This design comes from an exercise in tuning for small area and a short achievable clock period on the open sky130 flow, not from production work. At most, simulation tests tie the RTL to the original design; equivalence was not proved.

## run A
// chain_mod
module chain_mod #(
    parameter int BIT_RES   = 32,
    parameter int FRAC_BITS = 23
) (
    input  logic               clk,
    input  logic               reset,
    input  logic [BIT_RES-1:0] numInSide,
    output logic [BIT_RES-1:0] numOutSide,
    input  logic [BIT_RES-1:0] numInTop,
    output logic [BIT_RES-1:0] numOutTop,
    output logic [BIT_RES-1:0] sum
);
Size: about 3300 cells after synthesis, about 190 flip-flops, ~0.029 mm^2 of cells after synthesis.
==> flow/config.mk <==
export PLATFORM = sky130hd
export DESIGN_NAME = chain_mod
export DESIGN_NICKNAME = chain_mod
export VERILOG_FILES = /design/flow/design.v
export SDC_FILE = /design/flow/constraint.sdc
export NUM_CORES = 4
export LEC_CHECK = 0
export ABC_AREA = 1
export CAP_MARGIN = 20
export CORE_MARGIN = 2
export CORE_UTILIZATION = 65
export SLEW_MARGIN = 20
export SYNTH_HIERARCHICAL = 1
export SYNTH_MINIMUM_KEEP_SIZE = 0
==> flow/constraint.sdc <==
create_clock -name core_clock -period 13.5 [get_ports {clk}]
set_input_delay 2.7000 -clock core_clock [delete_from_list [all_inputs] [get_ports {clk}]]
set_output_delay 2.7000 -clock core_clock [all_outputs]
set_load 0.01 [all_outputs]
standard.sh (not shown) runs the stock make flow with config.mk's settings and CLKGATE_MAP_FILE= SYNTH_SCRIPT=/design/flow/synth_recipe.tcl, a recipe that flattens the netlist after the stock synthesis.
==> flow/flow/run.sh <==
#!/bin/bash
export SETUP_SLACK_MARGIN=7.0

bash standard.sh > standard.log 2>&1
For run B, these inputs were changed with respect to run A:
- swapping 65 for 55 in CORE_UTILIZATION
==> flow/flow/run.sh <==
#!/bin/bash
export SETUP_SLACK_MARGIN=7.0
bash standard.sh > standard.log 2>&1
==> run summary <==
- Run A ended up with sky130_fd_sc_hd__fa_2 as its worst-path cell with the longest stage delay; run B ended up with sky130_fd_sc_hd__dfxtp_2.
- Comparing run B against run A, there is no change at all in number of endpoints with negative hold slack in the final report.
- Max non-clock buffer count in the final layout across run A and run B: run B
- Comparing run B with run A, the sequential cell area came out essentially unchanged.
- In the metrics for run A and run B, the one carrying the lower setup slack of the most critical reg-to-reg path is run B.
- Utilization: run A and run B compared, lower one is run B
- Of run B and run A, it is run B that has the higher maximum frequency.

---

Setup of trial 9:
Another version of the RTL of chain_mod (not shown whole).
For scale: ~190 flip-flops, about 160 I/O pins, ~31000 sq um of cells after synthesis.
make LEC_CHECK=0 ABC_AREA=1 CAP_MARGIN=20 CORE_MARGIN=2 CORE_UTILIZATION=55 SLEW_MARGIN=20 SYNTH_HIERARCHICAL=1 SYNTH_MINIMUM_KEEP_SIZE=0 finish   # period 13.5 ns
run.sh (not shown) runs the stock make flow with config.mk's settings and CLKGATE_MAP_FILE= SYNTH_SCRIPT=/design/flow/synth_recipe.tcl, a recipe that flattens the netlist after the stock synthesis.
Stock flow here: none of the scripts above is used.
Setup changes, trial 9 to build 47
==> flow/flow/run.sh (new file) <==
#!/bin/bash
cp standard.sh standard_sh_copy.txt
export SETUP_SLACK_MARGIN=6.5
bash standard.sh > standard.log 2>&1
==> flow/standard.sh (new file) <==
#!/bin/bash
# synth_recipe.tcl (not shown) runs the flow's synth.tcl, then flattens the netlist and writes it again
# the make line also repeats each setting of config.mk as NAME=value (left out here)
make -C /OpenROAD-flow-scripts/flow DESIGN_CONFIG=/design/flow/config.mk WORK_HOME=/design/flow/orfs CLKGATE_MAP_FILE= SYNTH_SCRIPT=/design/flow/synth_recipe.tcl "${@:-finish}"
removed: flow/run.sh
## What came out
Having completed the whole flow, trial 9 delivered a layout that passed the timing, design-rule and antenna checks.
Every stage of the flow completed for build 47, and the final layout passed the timing, design-rule and antenna checks.
Delta (build 47 minus trial 9): hold slack level; fraction of standard cell area in multi-input logic -0.69 points.
Cmp trial 9 and build 47 / post-cts sizing count / lower: trial 9
Delta (build 47 minus trial 9): routed wire length has increased; final period utilization moved down.
Row slew at the pin closest to its max-slew limit: build 47 lower / trial 9 higher
Function was not checked in any run of this note: the RTL went through the layout flow alone.

---

Another version of the RTL of chain_mod (not shown whole).
Size: roughly 190 flip-flops, ~160 I/O pins, roughly 29000 um^2 of cells after synthesis.
clock: 13.5 ns
lec_check: 0
abc_area: 1
cap_margin: 20
core_margin: 2
core_utilization: 65
slew_margin: 20
synth_hierarchical: 1
synth_minimum_keep_size: 0
standard.sh (not shown) runs the stock make flow with config.mk's settings and CLKGATE_MAP_FILE= SYNTH_SCRIPT=/design/flow/synth_recipe.tcl, a recipe that flattens the netlist after the stock synthesis.
==> flow/flow/run.sh <==
#!/bin/bash
export SETUP_SLACK_MARGIN=7.0
export BUFFER_PORTS_ARGS="-buffer_cell sky130_fd_sc_hd__buf_2"
bash standard.sh > standard.log 2>&1
The starting point went through all stages and came out clean.
Next try:
==> flow/flow/run.sh (replaced) <==
#!/bin/bash
export SETUP_SLACK_MARGIN=6.75
export BUFFER_PORTS_ARGS="-buffer_cell sky130_fd_sc_hd__buf_2"
bash standard.sh > standard.log 2>&1
Settings changed: CORE_UTILIZATION 65 to 60.
Result:
- routed wire length drops by 1.8%
- via count goes down by 2.6%
- cell area went down by 1.9%
- non-clock buffer count falls by 14
- global-route usage is lower by 3.1 points
- clock skew barely changes
- worst setup slack degrades by 0.024 ns
- final cell count hardly moves
Next try:
==> flow/flow/run.sh (replaced) <==
#!/bin/bash
export SETUP_SLACK_MARGIN=7.0
export BUFFER_PORTS_ARGS="-buffer_cell sky130_fd_sc_hd__buf_2"
bash standard.sh > standard.log 2>&1
Settings changed: CORE_UTILIZATION 60 to 65, TNS_END_PERCENT set to 30.
What happened:
- The changed run passed the timing, design-rule and antenna checks
- maximum frequency goes up by 2.0%
- synthesized area is unchanged
- count of clock-buffer cells in the layout stays the same
- final area went up by 2.3%
Next try:
==> flow/flow/run.sh (replaced) <==
#!/bin/bash
export SETUP_SLACK_MARGIN=6.85
export BUFFER_PORTS_ARGS="-buffer_cell sky130_fd_sc_hd__buf_2"
bash standard.sh > standard.log 2>&1
Settings changed: TNS_END_PERCENT 30 to unset.
- count of clock-buffer cells in the layout decreases by 1
- wire length decreases by 1.5%
- worst setup slack loses 0.070 ns
- synthesized cell count does not change
- maximum frequency decreases by 1.0%
- cell area decreases by about 1.6%
- final cell count decreases by 0.55%

---

## the previous run
chain_mod with an RTL version that a note above also has.
For scale: ~3300 cells after synthesis, about 190 flip-flops, about 29000 µm² of cells after synthesis.
Settings: LEC_CHECK=0, ABC_AREA=1, CAP_MARGIN=20, CORE_MARGIN=2, CORE_UTILIZATION=65, SLEW_MARGIN=20, SYNTH_HIERARCHICAL=1, SYNTH_MINIMUM_KEEP_SIZE=0; clock period 13.5 ns.
==> flow/flow/run.sh <==
#!/bin/bash
export SETUP_SLACK_MARGIN=6.5
export BUFFER_PORTS_ARGS="-buffer_cell sky130_fd_sc_hd__buf_2"
bash standard.sh > standard.log 2>&1
> inputs changed (the previous run -> the current run)
--- a/flow/flow/run.sh
+++ b/flow/flow/run.sh
@@ -2 +2 @@
-export SETUP_SLACK_MARGIN=6.5
+export SETUP_SLACK_MARGIN=6.0
--- outcome ---
Re non-clock buffer total of the final layout: the previous run and the current run aren't equal, and the lower value belongs to the current run.
Measured against each other, the previous run and the current run differ in met3 wirelength from detailed routing, the higher figure coming from the previous run.
The current run reports its slowest cell on the critical path as buf_2 while the previous run reports buf_4.
Looking at area of the multi-input gates, the current run sits about 0.5% below the previous run.
Taking the previous run as the reference, in the current run post-synthesis adder-cell area fraction shows no meaningful change, setup slack saw a decrease, time the worst path needs with I/O delays and setup shows an increase of 210 ps, wire length decreased 1100 µm.
Summary — share of the clock period used by the worst path, the current run relative to the previous run: higher, by 1.6 points.

---

job 3254:
chain_mod with an RTL version that a note above also has.
Size: about 3200 cells after synthesis, about 160 I/O pins, about 29000 um^2 of cells after synthesis.
==> flow/config.mk <==
export PLATFORM = sky130hd
export DESIGN_NAME = chain_mod
export DESIGN_NICKNAME = chain_mod
export VERILOG_FILES = /design/flow/design.v
export SDC_FILE = /design/flow/constraint.sdc
export NUM_CORES = 4
export LEC_CHECK = 0
export ABC_AREA = 1
export CAP_MARGIN = 20
export CORE_MARGIN = 2
export CORE_UTILIZATION = 65
export SLEW_MARGIN = 20
export SYNTH_HIERARCHICAL = 1
export SYNTH_MINIMUM_KEEP_SIZE = 0
==> flow/constraint.sdc <==
create_clock -name core_clock -period 13.5 [get_ports {clk}]
set_input_delay 2.7000 -clock core_clock [delete_from_list [all_inputs] [get_ports {clk}]]
set_output_delay 2.7000 -clock core_clock [all_outputs]
set_load 0.01 [all_outputs]
==> flow/flow/run.sh <==
#!/bin/bash
export SETUP_SLACK_MARGIN=6.5
export BUFFER_PORTS_ARGS="-buffer_cell sky130_fd_sc_hd__buf_2"
bash standard.sh > standard.log 2>&1
Input-level comparison between job 934 and job 3254:
- CTS_BUF_LIST now sky130_fd_sc_hd__clkbuf_8 sky130_fd_sc_hd__clkbuf_16, previously not set
==> flow/flow/run.sh <==
#!/bin/bash
export SETUP_SLACK_MARGIN=6.75
export BUFFER_PORTS_ARGS="-buffer_cell sky130_fd_sc_hd__buf_2"
bash standard.sh > standard.log 2>&1
## What came out
Looking at end point of the critical path, the r_row1[20]$_DFF_P_ result is from job 3254; the sum[5] one comes from job 934.
Run comparison: job 3254 slowest cell on the critical path fa_1; job 934 slowest cell on the critical path fa_2
| total number of nets in the final design | job 3254 vs job 934 | ≈ equal |
diff inputs: job 934 => job 8453
- CTS_BUF_LIST removed (was sky130_fd_sc_hd__clkbuf_8 sky130_fd_sc_hd__clkbuf_16)
### Flow results
Comparing job 8453 against job 934, there is no change at all in wire length. Job 8453 -> job 934: summed negative setup slack over all endpoints delta 0, exact match. Comparing job 934 against job 8453, there is no change at all in total clock buffers created by CTS. Final critical-path setup slack came out exactly the same in job 934 and job 8453. Clock-pin transition on the worst setup and hold timing paths across job 934 and job 8453: no real change. Job 8453 -> job 934: fmax delta 0, exact match.

## separate check: timing with driven ports
How much do the figures lean on ideal ports? The routed layouts below were timed once more, with nothing changed but the port constraints.
Step 1: set_driving_cell puts a clkbuf_16 on clk and a buf_2 on each other input, an assumption about the parent block.
Step 2 moves the port delays by t, midway between the first and last clock arrival at a register: inputs arrive t later, outputs are due t later. That takes back most of the time a late clock gives input paths.
Three values: ideal ports, drivers, drivers and shift; two values: the first two.
| run | t (ns) | setup slack, ns | worst setup path after step 2 |
|---|---|---|---|
| run A | 0.562 | 6.789 / 6.727 / 6.453 | input to register |
| run B | 0.587 | 6.864 / 6.799 / 6.429 | input to register |
| trial 9 | 0.579 | 4.927 / 4.862 / 5.441 | register to output |
| build 47 | 0.579 | 6.537 / 6.470 / 6.004 | input to register |
| the first run of note 3 | 0.583 | 6.775 / 6.712 / 6.500 | input to register |
| the second run of note 3 | 0.580 | 6.751 / 6.688 / 6.255 | input to register |
| the third run of note 3 | 0.581 | 6.884 / 6.823 / 6.436 | input to register |
| the fourth run of note 3 | 0.583 | 6.814 / 6.753 / 6.271 | input to register |
| the previous run | 0.562 | 6.488 / 6.521 / 5.959 | input to register |
| the current run | 0.565 | 6.273 / 6.268 / 5.739 | input to register |
| job 3254 | 0.581 | 6.636 / 6.592 / 6.097 | input to register |
| job 934 | 0.586 | 6.808 / 6.747 / 6.274 | input to register |
| job 8453 | 0.586 | 6.808 / 6.747 / 6.274 | input to register |
After both steps every run listed still meets setup and hold. The setup slack of the fourth run of note 3, which loses most, moves by -0.061 ns with the drivers and by -0.543 ns with both steps.
